Context: an optimization exercise on an open-source flow, tuned for small area and few clock cycles per item. The choices shown serve that exercise and are no tape-out recipe.
Function was checked by simulation only, so behaviour that the tests miss may differ from the original.
No activity file was given, so power comes from the tool's default toggle rates.

// dual_tone_sample_generator_top
module dual_tone_sample_generator_top (
    input  wire logic                                aclk,
    input  wire logic                                aresetn,
    input  wire logic                                s_tvalid,
    output logic                                     s_tready,
    input  wire logic [dtsg_pkg::S_TDATA_W-1:0]      s_tdata,    
    output logic                                     m_tvalid,
    input  wire logic                                m_tready,
    output logic [dtsg_pkg::M_TDATA_W-1:0]           m_tdata,    
    output logic [0:0]                               m_tuser,    
    input  wire logic                                cfg_wr_en,
    input  wire logic [dtsg_pkg::CFG_INDEX_W-1:0]    cfg_index,
    input  wire logic [dtsg_pkg::CFG_DATA_W-1:0]     cfg_wdata
);
make LEC_CHECK=0 ABC_AREA=1 ABC_CLOCK_PERIOD_IN_PS=10000 CAP_MARGIN=20 CORE_MARGIN=2 CORE_UTILIZATION=40 CTS_BUF_LIST=sky130_fd_sc_hd__clkbuf_8 CTS_CLUSTER_DIAMETER=60 CTS_CLUSTER_SIZE=20 SLEW_MARGIN=20 SYNTH_HIERARCHICAL=1 SYNTH_MINIMUM_KEEP_SIZE=0 finish   # period 10.0 ns
run.sh (not shown) runs the stock make flow with config.mk's settings and CLKGATE_MAP_FILE= SYNTH_SCRIPT=/design/flow/synth_recipe.tcl, a recipe that flattens the netlist after the stock synthesis.
The baseline passed the timing, design-rule and antenna checks.
Testbench counts at the start, summed over its fixed seeds: cycles 16,032, items 16,000.
Then changed:
- CTS_BUF_LIST: sky130_fd_sc_hd__clkbuf_8 -> unset
- CTS_CLUSTER_DIAMETER: 60 -> unset
- CTS_CLUSTER_SIZE: 20 -> unset
After rerunning:
- hold slack got worse by 0.011 ns
- sequential share of layout area fell by 0.46 points
- cell area rose by 1.7%
- via count rose by 0.42%
- power rose by 5.9%
- setup slack improved by 0.013 ns
- synthesized cell count does not change
- clock power rose by 57%
Then changed:
- CTS_BUF_LIST: unset -> sky130_fd_sc_hd__clkbuf_8
Die area is unchanged.
Setup slack degrades by 0.020 ns.
Design area drops by 0.70%.

## oak
Another version of the RTL of dual_tone_sample_generator_top (not shown whole).
Size in the first run: ~67 I/O pins, roughly 20000 um2 of cells after synthesis.
export LEC_CHECK = 0
export ABC_AREA = 1
export ABC_CLOCK_PERIOD_IN_PS = 10000
export CAP_MARGIN = 5
export CORE_MARGIN = 2
export CORE_UTILIZATION = 70
export SETUP_SLACK_MARGIN = 0.2
export SLEW_MARGIN = 5
export SYNTH_HIERARCHICAL = 1
export SYNTH_MINIMUM_KEEP_SIZE = 0
create_clock -name core_clock -period 10.0 [get_ports {aclk}]
standard.sh (not shown) runs the stock make flow with config.mk's settings and CLKGATE_MAP_FILE= SYNTH_SCRIPT=/design/flow/synth_recipe.tcl, a recipe that flattens the netlist after the stock synthesis.
==> flow/flow/run.sh <==
#!/bin/bash
# The standard layout (standard.sh), with three changes:
#  - synthesis maps the logic for area only (flow/synth.tcl)
#  - the port buffers are the smallest buffer cell (buf_1)
#  - clock tree synthesis without dummy loads
set -euo pipefail
export FLOW_FLOW_DIR="$PWD/flow"
export BUFFER_PORTS_ARGS="-buffer_cell sky130_fd_sc_hd__buf_1"
export CTS_ARGS="-sink_clustering_enable -repair_clock_nets -sink_clustering_size 20 -sink_clustering_max_diameter 50 -root_buf sky130_fd_sc_hd__clkbuf_16 -buf_list sky130_fd_sc_hd__clkbuf_8 -dont_use_dummy_load"
sed "s#SYNTH_SCRIPT=[^ ]*#SYNTH_SCRIPT=$PWD/flow/synth.tcl#" standard.sh > standard_area_synth.sh
grep -q "SYNTH_SCRIPT=$PWD/flow/synth.tcl" standard_area_synth.sh
bash standard_area_synth.sh > standard.log 2>&1
==> flow/flow/abc_map_area.script <==
strash
dch -f
map -a
mfs2 -a
strash
dch
map -a
topo
dnsize -c
==> flow/flow/synth.tcl <==
# The standard flow's synthesis script (synth_recipe.tcl), unchanged except that the
# final technology mapping uses flow/abc_map_area.script: area-only mapping,
# without ABC's buffering and upsizing (the layout's repair steps size and
# buffer for timing and slew instead).
proc synth {args} { yosys synth -nofsm -noshare {*}$args }
proc abc {args} {
  set i [lsearch -exact $args -script]
  if { $i >= 0 } {
    lset args [expr { $i + 1 }] $::env(FLOW_FLOW_DIR)/abc_map_area.script
  }
  yosys abc {*}$args
}
source $::env(SCRIPTS_DIR)/synth.tcl
# left out here: clear keep_hierarchy, flatten, clean up, hide names made inside functions, write 1_2_yosys.v
oak finished all stages; the layout is clean.
Testbench counts of oak, summed over its fixed seeds: cycles 16,032, items 16,000.
Setup changes, oak to pine
Settings: swapping 5 for 20 in SLEW_MARGIN; clearing SETUP_SLACK_MARGIN, which used to be 0.2; swapping 70 for 60 in CORE_UTILIZATION; swapping 5 for 20 in CAP_MARGIN.
==> flow/flow/run.sh <==
#!/bin/bash
# The standard layout (standard.sh), with two changes:
#  - the port buffers are the smallest buffer cell (buf_1)
#  - clock tree synthesis without dummy loads
export BUFFER_PORTS_ARGS="-buffer_cell sky130_fd_sc_hd__buf_1"
export CTS_ARGS="-sink_clustering_enable -repair_clock_nets -sink_clustering_size 20 -sink_clustering_max_diameter 50 -root_buf sky130_fd_sc_hd__clkbuf_16 -buf_list sky130_fd_sc_hd__clkbuf_8 -dont_use_dummy_load"
bash standard.sh > standard.log 2>&1
removed: flow/flow/abc_map_area.script
removed: flow/flow/synth.tcl
### Flow results
Compared pine vs oak, and area after synthesis is up in pine.
On area added between synthesis and finish, the higher figure sits with oak, not pine.
Diff pine..oak | remaining antenna violation count after routing | unchanged
Per the comparison of pine with oak, leakage dissipation rose about 26%, setup slack rose 170 ps.
Between oak and pine, the wire length of the first global-routing pass figures differ only marginally.
#### Input delta (birch over pine)
Settings: SETUP_SLACK_MARGIN newly set to 0.2; CORE_UTILIZATION changed from 60 to 70.
diff --git a/flow/flow/run.sh b/flow/flow/run.sh
--- a/flow/flow/run.sh
+++ b/flow/flow/run.sh
@@ -2 +2,2 @@
-# The standard layout (standard.sh), with two changes:
+# The standard layout (standard.sh), with three changes:
+#  - synthesis maps the logic for area only (flow/synth.tcl)
@@ -4,0 +6,2 @@
+set -euo pipefail
+export FLOW_FLOW_DIR="$PWD/flow"
@@ -7 +10,3 @@
-bash standard.sh > standard.log 2>&1
+sed "s#SYNTH_SCRIPT=[^ ]*#SYNTH_SCRIPT=$PWD/flow/synth.tcl#" standard.sh > standard_area_synth.sh
+grep -q "SYNTH_SCRIPT=$PWD/flow/synth.tcl" standard_area_synth.sh
+bash standard_area_synth.sh > standard.log 2>&1
==> flow/flow/abc_map_area.script (new file) <==
strash
dch -f
map -a
mfs2 -a
strash
dch
map -a
topo
dnsize -c
==> flow/flow/synth.tcl (new file) <==
# The standard flow's synthesis script (synth_recipe.tcl), unchanged except that the
# final technology mapping uses flow/abc_map_area.script: area-only mapping,
# without ABC's buffering and upsizing (the layout's repair steps size and
# buffer for timing and slew instead).
proc synth {args} { yosys synth -nofsm -noshare {*}$args }
proc abc {args} {
  set i [lsearch -exact $args -script]
  if { $i >= 0 } {
    lset args [expr { $i + 1 }] $::env(FLOW_FLOW_DIR)/abc_map_area.script
  }
  yosys abc {*}$args
}
source $::env(SCRIPTS_DIR)/synth.tcl
# left out here: clear keep_hierarchy, flatten, clean up, hide names made inside functions, write 1_2_yosys.v
==> comparison <==
- NOTE: total power in birch exceeds that of pine
- [birch vs pine] setup slack after layout: lower in birch
- On worst-case headroom to the max-slew limit: between birch and pine, it ends up higher for pine.
- [compare] base=pine new=birch: clock network power consumption lost about 7%; xor-xnor portion of the synthesized cell area picked up an extra 0.47 points; final cell count lost about 11%.
- The number of iterations in the first detailed-routing pass of birch falls short of that of pine by 1.

re-timing with driven ports:
How much do the figures lean on ideal ports? The routed layouts below were timed once more, with nothing changed but the port constraints.
Step 1: set_driving_cell puts a clkbuf_16 on aclk and a buf_2 on each other input, an assumption about the parent block.
Step 2 also shifts input and output timing later by t, the mid clock arrival at the registers, as if the neighbouring blocks saw the same clock.
a / b / c = ideal ports / drivers / drivers and shift; a / b = the first two.
run | shift t [ns] | slack for setup (ns) | worst hold slack (ns) | latest minus earliest clock arrival (ns) | slew at the worst register clock pin (ns)
the first run of note 1 | 0.597 | 0.445 / 0.399 / 0.995 | 0.497 / 0.497 / 0.497 | 0.047 / 0.047 | 0.12 / 0.12
the second run of note 1 | 0.585 | 0.458 / 0.408 / 0.993 | 0.487 / 0.487 / 0.487 | 0.022 / 0.023 | 0.07 / 0.07
the third run of note 1 | 0.585 | 0.439 / 0.391 / 0.977 | 0.487 / 0.487 / 0.487 | 0.020 / 0.021 | 0.07 / 0.07
oak | 0.520 | 0.553 / 0.503 / 1.020 | 0.473 / 0.473 / 0.473 | 0.072 / 0.071 | 0.11 / 0.11
pine | 0.539 | 0.721 / 0.669 / 1.209 | 0.486 / 0.486 / 0.486 | 0.080 / 0.081 | 0.12 / 0.12
birch | 0.520 | 0.512 / 0.461 / 0.969 | 0.476 / 0.476 / 0.476 | 0.069 / 0.069 | 0.11 / 0.11
After both steps setup and hold are still met in every run listed.
